This is an optimization exercise on Yosys and OpenROAD, whose aim is small area, not a production implementation.
Function was checked by simulation only, so behaviour that the tests miss may differ from the original.
Power is estimated from default activity; no workload was simulated.

==> design/flow/design.v <==
package data_memory_pkg;
  typedef enum logic {
    CLEAR = 1'b0,
    IDLE  = 1'b1
  } mem_state_t;
endpackage
module dm_hold (input logic q, input logic h, input logic w, input logic d, output logic y);
  assign y = (q & h) | (d & w);
endmodule
module dm_aoi222 (input logic s0, input logic d0, input logic s1, input logic d1,
                  input logic s2, input logic d2, output logic y);
  assign y = ~((s0 & d0) | (s1 & d1) | (s2 & d2));
endmodule
module dm_aoi22 (input logic s0, input logic d0, input logic s1, input logic d1, output logic y);
  assign y = ~((s0 & d0) | (s1 & d1));
endmodule
module dm_nand2 (input logic a, input logic b, output logic y);
  assign y = ~(a & b);
endmodule
module dm_nand3 (input logic a, input logic b, input logic c, output logic y);
  assign y = ~(a & b & c);
endmodule
module dm_nand4 (input logic a, input logic b, input logic c, input logic d, output logic y);
  assign y = ~(a & b & c & d);
endmodule
module dm_nor2 (input logic a, input logic b, output logic y);
  assign y = ~(a | b);
endmodule
module dm_nor3 (input logic a, input logic b, input logic c, output logic y);
  assign y = ~(a | b | c);
endmodule
module dm_or2 (input logic a, input logic b, output logic y);
  assign y = a | b;
endmodule
module dm_or3 (input logic a, input logic b, input logic c, output logic y);
  assign y = a | b | c;
endmodule
module dm_dec256 (input logic [7:0] a, output logic [255:0] s);
  logic [15:0] hn, ln;
  always_comb begin
    for (int k = 0; k < 16; k++) begin
      hn[k] = ~(a[7:4] == 4'(k));
      ln[k] = ~(a[3:0] == 4'(k));
    end
  end
  for (genvar i = 0; i < 256; i++) begin : g_s
    dm_nor2 u (.a(hn[i / 16]), .b(ln[i % 16]), .y(s[i]));
  end
endmodule
module dm_rd256 (input logic [255:0] s, input logic [255:0] d, output logic y);
  logic [85:0] l1;    
  logic [21:0] l2;    
  logic [10:0] l3;    
  logic [2:0]  l4;    
  for (genvar g = 0; g < 85; g++) begin : g_l1
    dm_aoi222 u (.s0(s[3*g]), .d0(d[3*g]), .s1(s[3*g+1]), .d1(d[3*g+1]),
                 .s2(s[3*g+2]), .d2(d[3*g+2]), .y(l1[g]));
  end
  dm_nand2 u_l1_last (.a(s[255]), .b(d[255]), .y(l1[85]));
  for (genvar g = 0; g < 21; g++) begin : g_l2
    dm_nand4 u (.a(l1[4*g]), .b(l1[4*g+1]), .c(l1[4*g+2]), .d(l1[4*g+3]), .y(l2[g]));
  end
  dm_nand2 u_l2_last (.a(l1[84]), .b(l1[85]), .y(l2[21]));
  for (genvar g = 0; g < 11; g++) begin : g_l3
    dm_nor2 u (.a(l2[2*g]), .b(l2[2*g+1]), .y(l3[g]));
  end
  dm_nand4 u_l4a (.a(l3[0]), .b(l3[1]), .c(l3[2]), .d(l3[3]), .y(l4[0]));
  dm_nand4 u_l4b (.a(l3[4]), .b(l3[5]), .c(l3[6]), .d(l3[7]), .y(l4[1]));
  dm_nand3 u_l4c (.a(l3[8]), .b(l3[9]), .c(l3[10]), .y(l4[2]));
  dm_or3 u_l5 (.a(l4[0]), .b(l4[1]), .c(l4[2]), .y(y));
endmodule
module data_memory_clear_engine (
  input  logic clock_i,
  input  logic reset_i,
  output logic busy_o
);
  logic [7:0] cnt_q;
  logic       busy_q;
  always_ff @(posedge clock_i) begin
    if (reset_i) begin
      busy_q <= 1'b1;
      cnt_q  <= '0;
    end else if (busy_q) begin
      cnt_q  <= cnt_q + 8'd1;
      busy_q <= ~(&cnt_q);
    end
  end
  assign busy_o = busy_q;
endmodule
module data_memory_stack (
  input  logic       clock,
  input  logic       reset,
  input  logic [7:0] data_in,
  input  logic       write_enable,
  input  logic [7:0] address,
  output logic [7:0] data_out,
  input  logic [7:0] address_b,
  output logic [7:0] data_out_b,
  input  logic       push,
  input  logic       pop,
  output logic [7:0] stack_top,
  output logic [8:0] sp,
  output logic       empty,
  output logic       full,
  output logic       overflow,
  output logic       underflow,
  output logic       conflict,
  output logic       busy
);
  logic       empty_q;
  logic [3:0] c_q;
  logic       overflow_q, underflow_q, conflict_q;
  logic       busy_s;
  logic       full_s;
  logic       replace_s;
  data_memory_clear_engine u_clear (
    .clock_i (clock),
    .reset_i (reset),
    .busy_o  (busy_s)
  );
  assign full_s    = ~empty_q & (c_q == 4'd0);
  assign replace_s = pop & ~empty_q;
  always_ff @(posedge clock) begin
    if (reset) begin
      empty_q     <= 1'b1;
      c_q         <= 4'd0;
      overflow_q  <= 1'b0;
      underflow_q <= 1'b0;
      conflict_q  <= 1'b0;
    end else begin
      conflict_q <= ~busy_s & push & write_enable;
      if (!busy_s) begin
        if (push) begin
          if (!replace_s) begin
            if (!full_s) begin
              c_q     <= c_q - 4'd1;
              empty_q <= 1'b0;
            end else begin
              overflow_q <= 1'b1;
            end
          end
        end else if (pop) begin
          if (!empty_q) begin
            c_q     <= c_q + 4'd1;
            empty_q <= (c_q == 4'hF);
          end else begin
            underflow_q <= 1'b1;
          end
        end
      end
    end
  end
  logic       wen_s;
  logic [7:0] waddr_s;
  assign wen_s   = ~busy_s & (push ? (replace_s | ~full_s) : write_enable);
  assign waddr_s = push ? {4'hF, replace_s ? c_q : (c_q - 4'd1)} : address;
  logic [15:0] wrn_s, wcn_s, hr_s, hc_s;
  always_comb begin
    for (int k = 0; k < 16; k++) begin
      wrn_s[k] = ~(wen_s & (waddr_s[7:4] == 4'(k)));
      wcn_s[k] = ~(waddr_s[3:0] == 4'(k));
      hr_s[k]  = busy_s | (wen_s & (waddr_s[7:4] == 4'(k)));
      hc_s[k]  = busy_s | (waddr_s[3:0] == 4'(k));
    end
  end
  logic [7:0]   mem_q [256];
  logic [7:0]   mem_d [256];
  logic [255:0] w_s, h_s;
  logic [255:0] bit_s [8];
  for (genvar i = 0; i < 256; i++) begin : g_word
    dm_nor2  u_w (.a(wrn_s[i / 16]), .b(wcn_s[i % 16]), .y(w_s[i]));
    dm_nand2 u_h (.a(hr_s[i / 16]), .b(hc_s[i % 16]), .y(h_s[i]));
    for (genvar j = 0; j < 8; j++) begin : g_bit
      dm_hold u_b (.q(mem_q[i][j]), .h(h_s[i]), .w(w_s[i]), .d(data_in[j]), .y(mem_d[i][j]));
      assign bit_s[j][i] = mem_q[i][j];
    end
    always_ff @(posedge clock) begin
      mem_q[i] <= mem_d[i];
    end
  end
  logic [255:0] sa_s, sb_s;
  dm_dec256 u_deca (.a(address),   .s(sa_s));
  dm_dec256 u_decb (.a(address_b), .s(sb_s));
  for (genvar j = 0; j < 8; j++) begin : g_rd
    dm_rd256 u_a (.s(sa_s), .d(bit_s[j]), .y(data_out[j]));
    dm_rd256 u_b (.s(sb_s), .d(bit_s[j]), .y(data_out_b[j]));
  end
  logic [16:0] st_sel;
  assign st_sel[16] = empty_q;
  always_comb begin
    for (int k = 0; k < 16; k++) st_sel[k] = ~empty_q & (c_q == 4'(k));
  end
  for (genvar j = 0; j < 8; j++) begin : g_st
    logic [6:0] l1;
    logic [1:0] l2;
    for (genvar g = 0; g < 5; g++) begin : g_l1
      dm_aoi222 u (.s0(st_sel[3*g]), .d0(mem_q[240+3*g][j]), .s1(st_sel[3*g+1]), .d1(mem_q[241+3*g][j]),
                   .s2(st_sel[3*g+2]), .d2(mem_q[242+3*g][j]), .y(l1[g]));
    end
    dm_nand2 u_l1_f (.a(st_sel[15]), .b(mem_q[255][j]), .y(l1[5]));
    dm_nand2 u_l1_e (.a(st_sel[16]), .b(mem_q[0][j]), .y(l1[6]));
    dm_nand4 u_l2a (.a(l1[0]), .b(l1[1]), .c(l1[2]), .d(l1[3]), .y(l2[0]));
    dm_nand3 u_l2b (.a(l1[4]), .b(l1[5]), .c(l1[6]), .y(l2[1]));
    dm_or2   u_l3  (.a(l2[0]), .b(l2[1]), .y(stack_top[j]));
  end
  assign sp        = {empty_q, {4{~empty_q}}, c_q};
  assign empty     = empty_q;
  assign full      = full_s;
  assign overflow  = overflow_q;
  assign underflow = underflow_q;
  assign conflict  = conflict_q;
  assign busy      = busy_s;
endmodule
==> design/flow/run.sh <==
#!/bin/bash
# synth_recipe.tcl (not shown) runs the flow's synth.tcl, then flattens the netlist and writes it again
# the make line also repeats each setting of config.mk as NAME=value (left out here)
make -C /OpenROAD-flow-scripts/flow DESIGN_CONFIG=/design/flow/config.mk WORK_HOME=/design/flow/orfs CLKGATE_MAP_FILE= SYNTH_SCRIPT=/design/flow/synth_recipe.tcl finish
==> design/flow/config.mk <==
export PLATFORM = sky130hd
export DESIGN_NAME = data_memory_stack
export DESIGN_NICKNAME = data_memory_stack
export VERILOG_FILES = /design/flow/design.v
export SDC_FILE = /design/flow/constraint.sdc
export NUM_CORES = 4
export LEC_CHECK = 0
export CAP_MARGIN = 20
export CELL_PAD_IN_SITES_DETAIL_PLACEMENT = 1
export CELL_PAD_IN_SITES_GLOBAL_PLACEMENT = 1
export CORE_MARGIN = 2
export CORE_UTILIZATION = 40
export CTS_BUF_LIST = sky130_fd_sc_hd__clkbuf_8
export CTS_CLUSTER_DIAMETER = 50
export CTS_CLUSTER_SIZE = 16
export PLACE_DENSITY = 0.45
export SLEW_MARGIN = 20
export SYNTH_HIERARCHICAL = 1
==> design/flow/constraint.sdc <==
create_clock -name core_clock -period 9.0 [get_ports {clock}]
set_input_delay 1.8000 -clock core_clock [delete_from_list [all_inputs] [get_ports {clock}]]
set_output_delay 1.8000 -clock core_clock [all_outputs]
set_load 0.01 [all_outputs]
==> notes.md, run 1 <==
status complete, but fails checks; layout check failures setup timing; total wire length 468,000 um; Die Y ~460 um; fin util 45.6%; 1st-iter DRT viols 18,700; Synthesized Nets 7,552; Avg Cell Area, Syn 11.0 um2; total global routing track utilization 42.1%; CP max stage cell clkdlybuf4s50_1; Synth Warn # 14; GRT busiest layer met2; via count 87,200; Slew @ Worst Pin 1170 ps; mux cell area share after synthesis 0.0121%; GRT overflow 0; nets 8,024; Buf/Inv on CP 3; Sequential cell area between 0.04 and 0.05 mm2; initial cell density of the core around 40%; Worst setup EP type output pin; Post-CTS Setup Repair Bufs 0; Cell Area, Synth 0.0829 mm2; CP peak stage delay 920 ps; async set-reset flop share out of synthesis 0%; total power 16.8 mW; DR WL/cell approximately 43 um; Gate Count Post-Synth 7,517; initial antenna violation count 43; global-route wire length before repair 643,000 um; largest net degree at the start of global routing 110; placer congestion estimate 1.02; num ports 68; share of the synthesized area in the top cell type between 40% and 50%; Reg2Reg Depth 7; DP HPWL around 310,000 um; largest family of logic cells by synthesized area compound AO/OA/AOI/OAI gates; Leak between 30 and 40 nW; Tcrit/Tclk final 102%; residual DRC count 0; global-route met1 utilization 56.1%; Core ar. 0.207 mm2; area used by multi-input combinational logic 0.0417 mm2; Post-synth EDFFs 0; Post-synth top flop dfxtp_1; Peak VDD IR 0.189 mV; smallest setup slack after layout -150 ps; skew final 41.6 ps; pre-CTS setup slack approximately 180 ps; clk latency of the worst-skew pair 1050 ps; simple-gate share of the synthesized area about a tenth; Setup Viol. Count Final 7; H-tree depth 4; Synth Area in Compound Gates 39.2%; CTS clock-pin slew for the worst setup and hold paths about 90 ps; Fill cells 22,200; post-route ant nets 0; Crit Path Class primary input to output pin; Hold Slack 490 ps; minimum clock period 9150 ps; Max Freq 109 MHz; CTS buffer count 219; CP top delay family simple AND/OR/NAND/NOR gates; Max Transition Viols Final 0; Die ar. about 0.21 mm2; min-delay worst type register to register; Data arrival, critical path approximately 7400 ps; share of layout cells above drive strength 1 8.47%; PwrDens 178 mW/mm2; critical path depth 10; CP required 7200 ps; final number of hold-violating endpoints 0; placement row count 167; M3 GR Usage 10.3%; Max Root-Sink Buffers 3; max_slew headroom a little over a fifth; Synth area leaders dfxtp_1 50%, a22o_1 22%, a222oi_1 17%; top post-synthesis cells by count 2,065 x dfxtp_1, 2,048 x a22o_1, 1,400 x a222oi_1; port buffer count 67; unrepaired setup endpoints after global routing false; Distinct cells, synth between 50 and 60; number of global-route vias before repair 80,900; vias per std cell 7.99; setup_tns -622 ps; clock sink total between 2,000 and 2,500; top-count cell post-synth dfxtp_1; post-synth top area cell dfxtp_1; Horiz. Die Dim about 460 um; Initial DRT Pass Iterations 14; XOR/XNOR share of the synthesized area 0.0528%; Worst Hold Depth 2; Post-Synth Adder-Cell Area 0.0905%; crit-path max FO 16; Worst Setup Start Kind primary input; register area share after synthesis 49.8%; max-cap viol count 0; area grow syn2layout 13.7%; CTS tree yes; crit path cell chain clkdlybuf4s50_1, nand4b_1, buf_4, nor2_1, a222oi_1, nand4_1, nor2_1, nand4_1, or3_1, clkdlybuf4s50_1; synthesized flop and latch total 2,065; CTS root buffer clkbuf_8; GRT met2 Usage 61.3%
## metrics by stage
step / instances / cell area [um2]
final: 10900 / 94300
after global routing: 10900 / 94200
after CTS: 10900 / 94200
after detailed placement: 10500 / 89100
after global placement: 10500 / 89100
after floorplan: 7517 / 82900
## flip-flops by register name, indices dropped and copies added (netlist names)
| register | flops |
|---|---|
| underflow_q | 1 |
| u_clear.busy_q | 1 |
| conflict_q | 1 |
| mem_q | 2048 |
| overflow_q | 1 |
| empty_q | 1 |
| c_q | 4 |
| u_clear.cnt_q | 8 |
## routing by layer
layer,vias to the layer above,share of wire [%]
met1,44600,40
met4,26,6.9
met5,-,0.039
met3,1320,12
li1,34800,-
met2,6389,42
## Yosys stat by module (local to each module, per instance), excerpt
module                    cell area, um2  flops+latches  times used
data_memory_clear_engine             373              9           1
dm_dec256                            373              0           2
dm_or2                              6.26              0           8
dm_nand4                            6.26              0         376
dm_nor2                             3.75              0         944
data_memory_stack                  42600           2056           1
## timing repair
item,4_1_cts,5_1_grt
setup endpoints to repair,0,1
resized for setup,0,1
hold buffers,0,0
hold endpoints to repair,0,0
## cells in the final DEF (no fill, tap or decap), types with 7 or more instances in the layout
cell type and instances:
buf_8 9, clkinvlp_4 19, nand4_1 388, nor2_1 961, inv_8 25, nand4b_1 19
a22o_1 2048, and3_1 7, clkinv_8 17, a21o_2 8, diode_2 37, or3_1 21
a31oi_1 14, nand2_1 329, clkdlybuf4s50_1 59, clkinv_4 15, nand2_2 14, buf_12 21
and2_1 12, nand4bb_4 12, inv_6 32, a21oi_4 8, nand4bb_1 12, bufinv_16 15
a222oi_1 1400, a21o_1 16, buf_4 198, inv_1 30, nand3_1 27, clkbuf_8 234
or2_1 9, clkinv_2 20, dfxtp_1 2064
## kinds of logic after synthesis
| logic type | count (synthesis) |
|---|---|
| AO/OA/AOI/OAI | 3524 |
| XOR/XNOR | 5 |
| adder cells (fa/ha/maj) | 6 |
| buffers and inverters | 45 |
| flip-flops | 2065 |
| multiplexers | 1 |
| AND/OR/NAND/NOR | 1871 |
## worst register-to-register path: stages (launching register included)
cell      delay (ps)
dfxtp_1         1070
nand2b_2         510
a221oi_1         190
o21ai_1          640
a21o_2           700
buf_4            610
nand2_1          390
a22o_1           330
## power by group
group,internal (mW),switching [mW]
logic,0.0740,0.507
registers,9.13,0.00135
clock network,3.06,4.05
## path summary, 6_finish.rpt
| kind | from | to | slack (ps) |
|---|---|---|---|
| max | address_b[1] | data_out_b[5] | -150 |
| min | underflow_q | underflow_q | 490 |
| max reg2reg | empty_q | mem_q[192][2] | 4450 |
| min reg2reg | underflow_q | underflow_q | 490 |
## area by class of cell
type / count / area share, %
Antenna cell: 37 / 0.0982
Clock buffer: 234 / 3.42
Clock inverter: 169 / 1.92
Inverter: 8 / 0.0319
Multi-Input combinational cell: 5407 / 44.3
Sequential cell: 2065 / 43.9
Tap cell: 2704 / 3.59
Timing Repair Buffer: 288 / 2.82
==> run 2, diff against run 1 <==
--- a/design/flow/config.mk
+++ b/design/flow/config.mk
@@ -16,2 +16,3 @@
 export PLACE_DENSITY = 0.45
+export SETUP_SLACK_MARGIN = 0.7
 export SLEW_MARGIN = 20
==> run 2 against run 1 <==
The run now finishes clean. Routed wire length is 0.28% higher. Sequential cell count is the same. Synthesized area did not move. Hold slack hardly changed. Via count rose by 0.25%. Sequential power is essentially flat. Worst setup slack improved by 600 ps. Critical path depth is the same. Design area increased by 0.59%. Total power is 0.10% higher. Combinational power grew 2%.
==> notes.md, run 2 <==
status no timing/DRC/antenna violations (was complete, but fails checks); max FFs per register 2,048 (unchanged); placement row count 167 (unchanged); simple-gate share of the synthesized area 10.5% (unchanged); clk latency of the worst-skew pair 1060 ps (was 1050 ps); nets 8,065 (was 8,024); CP max stage cell nor2_1 (was clkdlybuf4s50_1); Crit Path Class primary input to output pin (unchanged); max-cap viol count 0 (unchanged); setup_tns 0 ps (was -622 ps); capture point of the worst path data_out_b[2] (was data_out_b[5]); Synth Area in Compound Gates 39.2% (unchanged); residual DRC count 0 (unchanged); placer congestion estimate 1.02 (unchanged); top post-synthesis cells by count 2,065 x dfxtp_1, 2,048 x a22o_1, 1,400 x a222oi_1 (unchanged); Max Transition Viols Final 0 (unchanged); share of the synthesized area in the top cell type 49.8% (unchanged); post-synth top area cell dfxtp_1 (unchanged); share of layout cells above drive strength 1 9.11% (was 8.47%); H-tree depth 4 (unchanged); Fill cells 22,200 (about the same); register area share after synthesis 49.8% (unchanged); Max Root-Sink Buffers 3 (unchanged); largest net degree at the start of global routing 110 (unchanged); GRT overflow 0 (unchanged); Post-synth top flop dfxtp_1 (unchanged); post-route ant nets 0 (unchanged); Critical Path Start address_b[7] (was address_b[1]); synthesized flop and latch total 2,065 (unchanged); crit-path max FO 11 (was 16); Synthesized Nets 7,552 (unchanged); DR WL/cell 42.9 um (about the same); min-delay worst type register to register (unchanged); CP required 7200 ps (about the same); final number of hold-violating endpoints 0 (unchanged); Crit Reg-Reg Startpoint empty_q (unchanged); smallest setup slack after layout 450 ps (was -150 ps); Synth Warn # 14 (unchanged); minimum clock period 8550 ps (was 9150 ps); Tcrit/Tclk final 95.0% (was 102%); Distinct cells, synth 57 (unchanged); most frequent cells in the layout 2,064 x dfxtp_1, 2,048 x a22o_1, 1,400 x a222oi_1, 954 x nor2_1, 388 x nand4_1 (was 2,064 x dfxtp_1, 2,048 x a22o_1, 1,400 x a222oi_1, 961 x nor2_1, 388 x nand4_1); Worst R2R End mem_q[192][6] (was mem_q[192][2]); crit path cell chain dlygate4sd2_1, buf_4, nand4_1, nor2_1, a222oi_1, nand4_1, nor2_1, nand3_1, or3_1, clkdlybuf4s50_1 (was clkdlybuf4s50_1, nand4b_1, buf_4, nor2_1, a222oi_1, nand4_1, nor2_1, nand4_1, or3_1, clkdlybuf4s50_1); largest reg by FF count mem_q (unchanged); pre-CTS setup slack 177 ps (unchanged); Worst setup EP type output pin (unchanged); r2r setup slk 4390 ps (was 4450 ps); Die ar. 0.211 mm2 (unchanged); Data arrival, critical path 6750 ps (was 7350 ps); async set-reset flop share out of synthesis 0% (unchanged); metal2 WL 197,000 um (was 196,000 um); met1 WL 186,000 um (was 185,000 um); CTS clock-pin slew for the worst setup and hold paths 80 ps (was 90 ps); port buffer count 67 (unchanged); 1st-iter DRT viols 18,700 (about the same); Horiz. Die Dim 459 um (unchanged); Cell Area, Synth 0.0829 mm2 (unchanged); Worst Setup Start Kind primary input (unchanged); Die Y 459 um (unchanged); total wire length 470,000 um (was 468,000 um); CP peak stage delay 1140 ps (was 920 ps); vias per std cell 7.98 (was 7.99); PwrDens 178 mW/mm2 (about the same); commonest non-fill, non-tap cell in the layout dfxtp_1 (unchanged); Slew @ Worst Pin 1220 ps (was 1170 ps); Avg Cell Area, Syn 11.0 um2 (unchanged); Reg2Reg Depth 7 (unchanged); top-count cell post-synth dfxtp_1 (unchanged); Max Used Layer met5 (unchanged); via count 87,400 (was 87,200); Gate Count Post-Synth 7,517 (unchanged); clock sink total 2,065 (unchanged); skew final 39.0 ps (was 41.6 ps); CTS root buffer clkbuf_8 (unchanged); unrepaired setup endpoints after global routing true (was false); CTS buffer count 219 (unchanged); Post-Synth Adder-Cell Area 0.0905% (unchanged); Setup Viol. Count Final 0 (was 7); Post-synth EDFFs 0 (unchanged); mux cell area share after synthesis 0.0121% (unchanged); total power 16.8 mW (about the same); total global routing track utilization 42.2% (was 42.1%); DP HPWL 314,000 um (unchanged); global-route wire length before repair 644,000 um (was 643,000 um); Synth area leaders dfxtp_1 50%, a22o_1 22%, a222oi_1 17% (unchanged); max_slew headroom 18.6% (was 21.6%); initial cell density of the core 40.1% (unchanged); Core ar. 0.207 mm2 (unchanged); CTS tree yes (unchanged); initial antenna violation count 44 (was 43); Max Freq 117 MHz (was 109 MHz); area grow syn2layout 14.3% (was 13.7%); XOR/XNOR share of the synthesized area 0.0528% (unchanged); Largest regs mem_q (2048), u_clear.cnt_q (8), c_q (4) (unchanged); Peak VDD IR 0.187 mV (was 0.189 mV); met3 WL post-DR 54,800 um (was 54,400 um); num ports 68 (unchanged); Initial DRT Pass Iterations 22 (was 14); number of global-route vias before repair 81,100 (was 80,900); hold_buf cts 0 (unchanged); Leak 33.9 nW (was 33.5 nW); largest family of logic cells by synthesized area compound AO/OA/AOI/OAI gates (unchanged)
run 2: area by class of cell:
cell class                      count  area, um2  share of cell area (%)
Antenna cell                       37       92.6                  0.0976
Multi-Input combinational cell   5407      41800                    44.1
Tap cell                         2704       3380                    3.57
Clock buffer                      234       3220                    3.40
Clock inverter                    169       1810                    1.91
Sequential cell                  2065      41300                    43.6
Timing Repair Buffer              329       3150                    3.32
Inverter                            8       30.0                  0.0317
run 2: worst min path at each step:
stage / startpoint / to / slack (ps) / depth (start not counted)
5_1_grt: overflow_q / overflow_q / 520 / 2
3_5_place_dp: underflow_q / underflow_q / 470 / 2
3_3_place_gp: underflow_q / underflow_q / 460 / 2
6_report: underflow_q / underflow_q / 490 / 2
2_1_floorplan: u_clear.cnt_q[7] / u_clear.cnt_q[7] / 460 / 2
4_1_cts: u_clear.cnt_q[6] / u_clear.cnt_q[6] / 500 / 2
run 2: modules after synthesis (local to each module, per instance), excerpt:
module,flops+latches,area (um2)
dm_hold,0,8.76
dm_aoi222,0,10.0
data_memory_stack,2056,42600
dm_nor2,0,3.75
data_memory_clear_engine,9,373
dm_nand3,0,5.00
run 2: critical path, delay by kind of cell:
kind	cells	cell delay, ps
and+or+nand+nor	6	3030
buffers and inverters	3	1580
AOI/OAI and AO/OA	1	310
run 2: what timing repair did:
| item | in CTS | in global routing |
|---|---|---|
| pin swaps | 8 | 5 |
| buffers inserted | 31 | 10 |
| gates resized for setup | 20 | 16 |
| setup endpoints to repair | 16 | 13 |
run 2: cell families (layout without fill, tap and decap cells):
| kind of cell | Yosys count | in the layout |
|---|---|---|
| other | 0 | 37 |
| adder cells (fa/ha/maj) | 6 | 6 |
| AND/OR/NAND/NOR | 1871 | 1871 |
| multiplexers | 1 | 1 |
| AO/OA/AOI/OAI | 3524 | 3524 |
| XOR/XNOR | 5 | 5 |
| flip-flops | 2065 | 2065 |
| buffers and inverters | 45 | 740 |
run 2: routing by layer:
layer / vias to the layer above / track usage, %
met5: - / 0
met4: 37 / 26.3
met3: 1300 / 10.0
met2: 6299 / 61.4
met1: 44900 / 56.2
li1: 34900 / -
run 2: power breakdown:
group          switching [mW]  internal, mW
Clock                    4.05          3.06
Sequential            0.00135          9.13
Combinational           0.510        0.0835
run 2: per-stage QoR:
stage / util, % / hold slack [ps] / instances / instance area [um2]
3_5_place_dp: 43.1 / 466 / 10500 / 89100
3_3_place_gp: 43.1 / 459 / 10500 / 89100
4_1_cts: 45.7 / 498 / 10900 / 94500
2_1_floorplan: - / 458 / 7517 / 82900
5_1_grt: 45.9 / 522 / 10900 / 94800
6_report: 45.9 / 490 / 11000 / 94800
==> run 3, diff against run 2 <==
==> design/flow/flow/run.sh (new file) <==
#!/bin/bash
# Layout flow: the standard ORFS flow (standard.sh, unchanged synthesis,
# floorplan, power grid, placement and routing) with two settings changed:
#  - clock tree: no dummy loads, clkbuf_8 leaf buffers on clusters of up to
#    16 flip-flops (fewer, smaller clock buffers than the default clkbuf_16 tree)
#  - port buffers: every input and output still gets a buffer, but the
#    smallest one (buf_1) instead of clkdlybuf4s50_1
# ORFS writes each step's full log under orfs/logs/; make's own output goes
# to flow_make.log here.
set -euo pipefail
export CTS_ARGS="-sink_clustering_enable -repair_clock_nets -dont_use_dummy_load -buf_list sky130_fd_sc_hd__clkbuf_8 -sink_clustering_size 16 -sink_clustering_max_diameter 50"
export BUFFER_PORTS_ARGS="-buffer_cell sky130_fd_sc_hd__buf_1"
bash standard.sh finish > flow_make.log 2>&1
==> design/flow/standard.sh (new file) <==
#!/bin/bash
# synth_recipe.tcl (not shown) runs the flow's synth.tcl, then flattens the netlist and writes it again
# the make line also repeats each setting of config.mk as NAME=value (left out here)
make -C /OpenROAD-flow-scripts/flow DESIGN_CONFIG=/design/flow/config.mk WORK_HOME=/design/flow/orfs CLKGATE_MAP_FILE= SYNTH_SCRIPT=/design/flow/synth_recipe.tcl "${@:-finish}"
--- a/design/flow/config.mk
+++ b/design/flow/config.mk
@@ -16,3 +16,2 @@
 export PLACE_DENSITY = 0.45
-export SETUP_SLACK_MARGIN = 0.7
 export SLEW_MARGIN = 20
removed: design/flow/run.sh
==> run 3 against run 2 <==
Via count decreased by 0.54%. Register-to-register slack got worse by 20 ps. Sequential share of layout area increased by 1.5 points. Now fails the layout checks on setup timing. Non-clock buffer count decreased by 84. Largest cell class unchanged. Clock-buffer cell count decreased by 8. Hold slack improved by 3.8 ps. Clock skew increased by 54 ps. Synthesized area unchanged. Design area decreased by 3.3%.
==> notes.md, run 3 <==
status complete, but fails checks (was no timing/DRC/antenna violations); layout check failures setup timing; Worst setup EP type output pin (unchanged); crit-path max FO 21 (was 11); Hold Path End underflow_q (unchanged); Distinct cells, synth 57 (unchanged); initial cell density of the core 40.1% (unchanged); PwrDens 166 mW/mm2 (was 178 mW/mm2); max-cap viol count 0 (unchanged); Pint 11.4 mW (was 12.3 mW); top-count cell post-synth dfxtp_1 (unchanged); Worst R2R End mem_q[205][6] (was mem_q[192][6]); largest net degree at the start of global routing 123 (was 110); total wire length 475,000 um (was 470,000 um); total global routing track utilization 42.9% (was 42.2%); Post-synth top flop dfxtp_1 (unchanged); M3 GR Usage 11.1% (was 10.0%); CP max stage cell buf_1 (was nor2_1); Gate Count Post-Synth 7,517 (unchanged); max FFs per register 2,048 (unchanged); register area share after synthesis 49.8% (unchanged); switch share 25.1% (was 27.1%); largest reg by FF count mem_q (unchanged); CTS clock-pin slew for the worst setup and hold paths 60 ps (was 80 ps); CTS root buffer clkbuf_8 (unchanged); Worst Hold Depth 2 (unchanged); most frequent cells in the layout 2,064 x dfxtp_1, 2,048 x a22o_1, 1,400 x a222oi_1, 961 x nor2_1, 388 x nand4_1 (was 2,064 x dfxtp_1, 2,048 x a22o_1, 1,400 x a222oi_1, 954 x nor2_1, 388 x nand4_1); Largest regs mem_q (2048), u_clear.cnt_q (8), c_q (4) (unchanged); Crit Reg-Reg Startpoint empty_q (unchanged); Gate power share 3.8% (was 3.5%); final number of hold-violating endpoints 0 (unchanged); post_cts resized 0 (was 20); placer congestion estimate 1.02 (about the same); unrepaired setup endpoints after global routing false (was true); area grow syn2layout 10.5% (was 14.3%); Max Transition Viols Final 0 (unchanged); Seq pwr share 60.0% (was 54.2%); Crit Path Class primary input to output pin (unchanged); hold_buf cts 0 (unchanged); Setup Viol. Count Final 1 (was 0); area used by multi-input combinational logic 0.0417 mm2 (was 0.0418 mm2); commonest non-fill, non-tap cell in the layout dfxtp_1 (unchanged); Post-synth EDFFs 0 (unchanged); crit path cell chain buf_1, nand4bb_4, nor2_1, a222oi_1, nand4_1, nor2_1, nand4_1, or3_1, buf_1 (was dlygate4sd2_1, buf_4, nand4_1, nor2_1, a222oi_1, nand4_1, nor2_1, nand3_1, or3_1, clkdlybuf4s50_1); initial antenna violation count 55 (was 44); share of layout cells above drive strength 1 6.25% (was 9.11%); clk latency of the worst-skew pair 1070 ps (was 1060 ps); Buf/Inv on CP 2 (was 3); Worst Min Path Start underflow_q (unchanged); num ports 68 (unchanged); CP peak stage delay 820 ps (was 1140 ps); Data arrival, critical path 7220 ps (was 6750 ps); post-route ant nets 0 (unchanged); Peak VDD IR 0.179 mV (was 0.187 mV); r2r setup slk 4370 ps (was 4390 ps); Post-CTS Setup Repair Bufs 0 (was 31); Reg2Reg Depth 7 (unchanged); via count 86,900 (was 87,400); CP required 7200 ps (about the same); DP HPWL 319,000 um (was 314,000 um); clock sink total 2,065 (unchanged); Synthesized Nets 7,552 (unchanged); top post-synthesis cells by count 2,065 x dfxtp_1, 2,048 x a22o_1, 1,400 x a222oi_1 (unchanged); synthesized flop and latch total 2,065 (unchanged); global-route met1 utilization 57.1% (was 56.2%); Leak 32.3 nW (was 33.9 nW); Max Root-Sink Buffers 3 (unchanged); Tcrit/Tclk final 100% (was 95.0%); post-synth top area cell dfxtp_1 (unchanged); net load switching power 3.83 mW (was 4.57 mW); CTS tree yes (unchanged); residual DRC count 0 (unchanged); Synth area leaders dfxtp_1 50%, a22o_1 22%, a222oi_1 17% (unchanged); DR WL/cell 44.4 um (was 42.9 um); Max Freq 111 MHz (was 117 MHz); nets 7,988 (was 8,065); Cell Area, Synth 0.0829 mm2 (unchanged); Sequential cell area 0.0413 mm2 (unchanged); H-tree depth 4 (unchanged); Synth Warn # 14 (unchanged); min-delay worst type register to register (unchanged); Core ar. 0.207 mm2 (unchanged); Worst Setup Start Kind primary input (unchanged); port buffer count 67 (unchanged); fin util 44.4% (was 45.9%); CTS buffer count 226 (was 219); setup_tns -18.4 ps (was 0 ps); GRT busiest layer met2 (unchanged); pre-CTS setup slack 424 ps (was 177 ps); skew final 92.7 ps (was 39.0 ps); share of the synthesized area in the top cell type 49.8% (unchanged); max_slew headroom 15.7% (was 18.6%); vias per std cell 8.13 (was 7.98); Horiz. Die Dim 459 um (unchanged); smallest setup slack after layout -18.4 ps (was 450 ps); Die ar. 0.211 mm2 (unchanged); number of global-route vias before repair 80,500 (was 81,100); minimum clock period 9020 ps (was 8550 ps); CP top delay family simple AND/OR/NAND/NOR gates (unchanged); placement row count 167 (unchanged); global-route wire length before repair 651,000 um (was 644,000 um); GRT met2 Usage 62.0% (was 61.4%); Hold Slack 494 ps (was 490 ps); async set-reset flop share out of synthesis 0% (unchanged); Die Y 459 um (unchanged); total power 15.2 mW (was 16.8 mW); Slew @ Worst Pin 1260 ps (was 1220 ps); 1st-iter DRT viols 18,600 (was 18,700); Avg Cell Area, Syn 11.0 um2 (unchanged); clock share of power 36.2% (was 42.2%); Fill cells 22,300 (was 22,200); Initial DRT Pass Iterations 14 (was 22); GRT overflow 0 (unchanged)
## run 3: cell counts after synthesis
Identical to the previous run, type by type.
## run 3: final cells by class
| class | instances | share of cell area, % |
|---|---|---|
| well taps | 2704 | 3.69 |
| multi-input cells | 5407 | 45.5 |
| repair buffers | 245 | 2.12 |
| flip-flops and latches | 2065 | 45.1 |
| diodes | 42 | 0.115 |
| inverters | 8 | 0.0328 |
| clock buffers | 226 | 3.39 |
## run 3: per-layer routing
layer | share of wire, % | wire (um)
met3 | 12 | 56700
met5 | 0.10 | 485
met1 | 39 | 187000
met2 | 42 | 198000
met4 | 7.1 | 33800
## run 3: how the worst max path moves through the flow
stage / startpoint / endpoint / slack [ps] / cells past startpoint
2_1_floorplan: address[1] / data_out[0] / 3460 / 8
3_3_place_gp: address_b[0] / data_out_b[3] / 480 / 10
3_5_place_dp: address[2] / data_out[5] / 420 / 10
4_1_cts: address[2] / data_out[5] / 420 / 10
5_1_grt: address[2] / data_out[5] / 210 / 9
6_report: address[2] / data_out[5] / -20 / 9
## run 3: modules after synthesis, one instance, submodules excluded, a selection
module	area, um2	flip-flops and latches	copies in the design
dm_nand2	3.75	0	304
dm_or2	6.26	0	8
dm_hold	8.76	0	2048
dm_or3	6.26	0	16
dm_aoi222	10.0	0	1400
dm_nor2	3.75	0	944
data_memory_stack	42600	2056	1
dm_nand4	6.26	0	376
data_memory_clear_engine	373	9	1
dm_dec256	373	0	2
dm_nand3	5.00	0	24
## run 3: power groups by stage
stage	Sequential, mW	Clock, mW	Combinational, mW
after floorplan	9.34	0	0.0791
after detailed placement	9.34	0	0.549
after global routing	9.13	5.90	0.560
final	9.13	5.52	0.580
after global placement	9.34	0	0.545
after CTS	9.13	5.54	0.550
## run 3: cell families after synthesis
logic type	after synthesis	share of synthesized area, %
AO/OA/AOI/OAI	3524	39.2
XOR/XNOR	5	0.0528
adder cells (fa/ha/maj)	6	0.0905
buffers and inverters	45	0.285
flip-flops	2065	49.8
multiplexers	1	0.0121
AND/OR/NAND/NOR	1871	10.5
## run 3: tightest hold or removal path: stages (launching register included)
cell and delay (ps):
dfxtp_1 330, a31oi_1 40, nor2_1 80
## run 3: stage by stage
step                      std cells  area [um2]
after floorplan                7517       82900
after global placement        10400       88400
after detailed placement      10400       88400
after CTS                     10700       91500
after global routing          10700       91600
final                         10700       91700
==> run 4, diff against run 3 <==
--- a/design/flow/flow/run.sh
+++ b/design/flow/flow/run.sh
@@ -11,3 +11,3 @@
 export CTS_ARGS="-sink_clustering_enable -repair_clock_nets -dont_use_dummy_load -buf_list sky130_fd_sc_hd__clkbuf_8 -sink_clustering_size 16 -sink_clustering_max_diameter 50"
-export BUFFER_PORTS_ARGS="-buffer_cell sky130_fd_sc_hd__buf_1"
+export BUFFER_PORTS_ARGS="-buffer_cell sky130_fd_sc_hd__buf_2"
 bash standard.sh finish > flow_make.log 2>&1
--- a/design/flow/config.mk
+++ b/design/flow/config.mk
@@ -16,2 +16,3 @@
 export PLACE_DENSITY = 0.45
+export SETUP_SLACK_MARGIN = 0.5
 export SLEW_MARGIN = 20
==> run 4 against run 3 <==
Now clean on timing, DRC and antenna. Synthesized area unchanged. Fmax rose by 6.4%. Via count increased by 0.32%. Sequential power is essentially flat. Hold slack better by 3.0 ps. Register-to-register slack lost 210 ps. Clock skew down 13 ps. Critical path depth rose by 1. Non-clock buffer count down 37. Design area is 0.32% lower. Total power decreased by 0.82%. Critical path type unchanged. Critical endpoint unchanged. Largest cell class unchanged. Largest power group unchanged.
==> notes.md, run 4 <==
crit-path max FO 20 (was 21); DR WL/cell 44.1 um (was 44.4 um); DP HPWL 314,000 um (was 319,000 um); crit path cell chain buf_2, nand4bb_4, buf_4, nor2_1, a222oi_1, nand4_1, nor2_1, nand4_1, or3_1, buf_2 (was buf_1, nand4bb_4, nor2_1, a222oi_1, nand4_1, nor2_1, nand4_1, or3_1, buf_1); Tcrit/Tclk final 94.1% (was 100%); Gate Count Post-Synth 7,517 (unchanged); CP max stage cell nor2_1 (was buf_1); post-route ant nets 0 (unchanged); initial cell density of the core 40.1% (unchanged); Synthesized Nets 7,552 (unchanged); CP required 7200 ps (about the same); Die ar. 0.211 mm2 (unchanged); r2r setup slk 4160 ps (was 4370 ps); initial antenna violation count 62 (was 55); max-cap viol count 0 (unchanged); post-synth top area cell dfxtp_1 (unchanged); Avg Cell Area, Syn 11.0 um2 (unchanged); Synth Warn # 14 (unchanged); setup_tns 0 ps (was -18.4 ps); Slew @ Worst Pin 1240 ps (was 1260 ps); critical path depth 10 (was 9); post_cts resized 0 (unchanged); Max Freq 118 MHz (was 111 MHz); Distinct cells, synth 57 (unchanged); skew final 79.9 ps (was 92.7 ps); Worst R2R End mem_q[30][4] (was mem_q[205][6]); GRT overflow 0 (unchanged); CP top delay family simple AND/OR/NAND/NOR gates (unchanged); Data arrival, critical path 6670 ps (was 7220 ps); final cell count without fillers 10,700 (about the same); global-route wire length before repair 646,000 um (was 651,000 um); Leak 32.2 nW (was 32.3 nW); placer congestion estimate 1.04 (was 1.02); register area share after synthesis 49.8% (unchanged); Post-CTS Setup Repair Bufs 0 (unchanged); commonest non-fill, non-tap cell in the layout dfxtp_1 (unchanged); Peak VDD IR 0.157 mV (was 0.179 mV); PwrDens 165 mW/mm2 (was 166 mW/mm2); Synth area leaders dfxtp_1 50%, a22o_1 22%, a222oi_1 17% (unchanged); top-count cell post-synth dfxtp_1 (unchanged); total global routing track utilization 42.5% (was 42.9%); synthesized flop and latch total 2,065 (unchanged); Post-synth top flop dfxtp_1 (unchanged); max FFs per register 2,048 (unchanged); minimum clock period 8470 ps (was 9020 ps); Die Y 459 um (unchanged); clk latency of the worst-skew pair 1050 ps (was 1070 ps); port buffer count 67 (unchanged); capture point of the worst path data_out[5] (unchanged); final number of hold-violating endpoints 0 (unchanged); Crit Path Class primary input to output pin (unchanged); total wire length 471,000 um (was 475,000 um); number of global-route vias before repair 80,500 (about the same); top post-synthesis cells by count 2,065 x dfxtp_1, 2,048 x a22o_1, 1,400 x a222oi_1 (unchanged); unrepaired setup endpoints after global routing false (unchanged); min-delay worst type register to register (unchanged); Initial DRT Pass Iterations 17 (was 14); async set-reset flop share out of synthesis 0% (unchanged); largest reg by FF count mem_q (unchanged); Largest regs mem_q (2048), u_clear.cnt_q (8), c_q (4) (unchanged); largest net degree at the start of global routing 118 (was 123); Core ar. 0.207 mm2 (unchanged); CTS clock-pin slew for the worst setup and hold paths 50 ps (was 60 ps); 1st-iter DRT viols 19,000 (was 18,600); nets 7,944 (was 7,988); num ports 68 (unchanged); area grow syn2layout 10.2% (was 10.5%); clock sink total 2,065 (unchanged); via count 87,200 (was 86,900); hold_buf cts 0 (unchanged); CTS root buffer clkbuf_8 (unchanged); H-tree depth 4 (unchanged); Reg2Reg Depth 6 (was 7); Worst Setup Start Kind primary input (unchanged); CP peak stage delay 690 ps (was 820 ps); residual DRC count 0 (unchanged); CTS tree yes (unchanged); Post-synth EDFFs 0 (unchanged); placed insts 10,400 (about the same); Critical Path Start address[2] (unchanged); placement row count 167 (unchanged); Cell Area, Synth 0.0829 mm2 (unchanged); status no timing/DRC/antenna violations (was complete, but fails checks); vias per std cell 8.18 (was 8.13); Max Root-Sink Buffers 3 (unchanged); share of layout cells above drive strength 1 6.42% (was 6.25%); Setup Viol. Count Final 0 (was 1); Crit Reg-Reg Startpoint u_clear.busy_q (was empty_q); Buf/Inv on CP 3 (was 2); Max Transition Viols Final 0 (unchanged); Worst setup EP type output pin (unchanged); most frequent cells in the layout 2,064 x dfxtp_1, 2,048 x a22o_1, 1,400 x a222oi_1, 962 x nor2_1, 388 x nand4_1 (was 2,064 x dfxtp_1, 2,048 x a22o_1, 1,400 x a222oi_1, 961 x nor2_1, 388 x nand4_1); share of the synthesized area in the top cell type 49.8% (unchanged); CTS buffer count 219 (was 226); max_slew headroom 17.0% (was 15.7%); Horiz. Die Dim 459 um (unchanged)
run 4: cells by family after synthesis:
family / share of synthesized area, %
multiplexers: 0.0121
XOR/XNOR: 0.0528
adder cells (fa/ha/maj): 0.0905
AO/OA/AOI/OAI: 39.2
buffers and inverters: 0.285
AND/OR/NAND/NOR: 10.5
flip-flops: 49.8
run 4: worst min path at each step:
| stage | start | endpoint | slack (ps) | cells after the start |
|---|---|---|---|---|
| floorplan | u_clear.cnt_q[7] | u_clear.cnt_q[7] | 460 | 2 |
| global placement | overflow_q | overflow_q | 470 | 2 |
| detailed placement | overflow_q | overflow_q | 480 | 2 |
| CTS | u_clear.cnt_q[6] | u_clear.cnt_q[6] | 500 | 2 |
| global route | u_clear.cnt_q[6] | u_clear.cnt_q[6] | 520 | 2 |
| finish | u_clear.cnt_q[6] | u_clear.cnt_q[6] | 500 | 2 |
run 4: final cells by class:
type,count,area [um2]
flip-flops and latches,2065,41300
fillers,22300,115000
clock buffers,219,3010
well taps,2704,3380
repair buffers,208,1700
diodes,55,138
inverters,8,30.0
multi-input cells,5407,41800
run 4: routing by layer:
| metal | vias to the layer above | track usage, % | part of all wire (%) |
|---|---|---|---|
| met5 | - | 0 | 0.0098 |
| met4 | 8 | 26.2 | 6.8 |
| li1 | 34500 | - | - |
| met2 | 6924 | 59.7 | 41 |
| met1 | 44400 | 57.3 | 40 |
| met3 | 1451 | 11.9 | 13 |
run 4: per-module statistics from Yosys (local to each module, per instance), excerpt:
| module | copies in the design | area, um2 |
|---|---|---|
| dm_dec256 | 2 | 373 |
| data_memory_clear_engine | 1 | 373 |
| dm_or3 | 16 | 6.26 |
| dm_nand2 | 304 | 3.75 |
| dm_nand4 | 376 | 6.26 |
| dm_nor2 | 944 | 3.75 |
| dm_or2 | 8 | 6.26 |
| data_memory_stack | 1 | 42600 |
| dm_hold | 2048 | 8.76 |
| dm_aoi222 | 1400 | 10.0 |
| dm_nand3 | 24 | 5.00 |
run 4: through the flow:
step           util [%]  hold WS (ps)  area (um2)  setup WS [ps]  power [mW]
6_report           44.2           497       91400            527        15.1
5_1_grt            44.2           515       91300            635        15.5
4_1_cts            44.1           499       91200            853        15.1
3_5_place_dp       42.7           475       88200            853        9.89
3_3_place_gp       42.7           466       88200            600        9.88
2_1_floorplan         -           458       82900           3460        9.42
run 4: tightest hold or removal path, delay by kind of cell (launching register included):
kind / cells / cell delay [ps]
AO/OA/AOI/OAI: 2 / 140
flip-flops: 1 / 310
run 4: power by group:
| group | switching (mW) | internal (mW) |
|---|---|---|
| registers | 0.00135 | 9.13 |
| clock network | 3.27 | 2.14 |
| logic | 0.508 | 0.0623 |

## what the ideal ports hide
The flow's constraints put no driver on any port. The routed layouts listed below were extracted and timed again, unchanged, in two steps.
Step 1 (the two cells are an assumption about what drives the block):
set clk [get_ports {clock}]
set_driving_cell -lib_cell sky130_fd_sc_hd__clkbuf_16 $clk
set_driving_cell -lib_cell sky130_fd_sc_hd__buf_2 [delete_from_list [all_inputs] $clk]
Step 2 times the ports against the registers' clock, not the clock port: input delays grow and output delays shrink by t, the midpoint of the rising clock arrivals with the driver on.
Slacks: ideal ports / drivers / drivers and shift; pairs: ideal ports / drivers.
run | t (ns) | setup slack, ns | worst register clock-pin slew, ns | worst slew at a driven data input, ns
run 1 | 1.128 | -0.150 / -0.252 / -0.252 | 0.11 / 0.11 | 0.10
run 2 | 1.142 | 0.450 / 0.397 / 0.397 | 0.11 / 0.11 | 0.10
run 3 | 1.120 | -0.018 / -0.059 / -0.059 | 0.11 / 0.11 | 0.05
run 4 | 1.090 | 0.527 / 0.496 / 0.496 | 0.10 / 0.10 | 0.06
For run 1, which loses most, drivers alone change the setup slack by -0.102 ns; drivers and shift together by -0.102 ns.
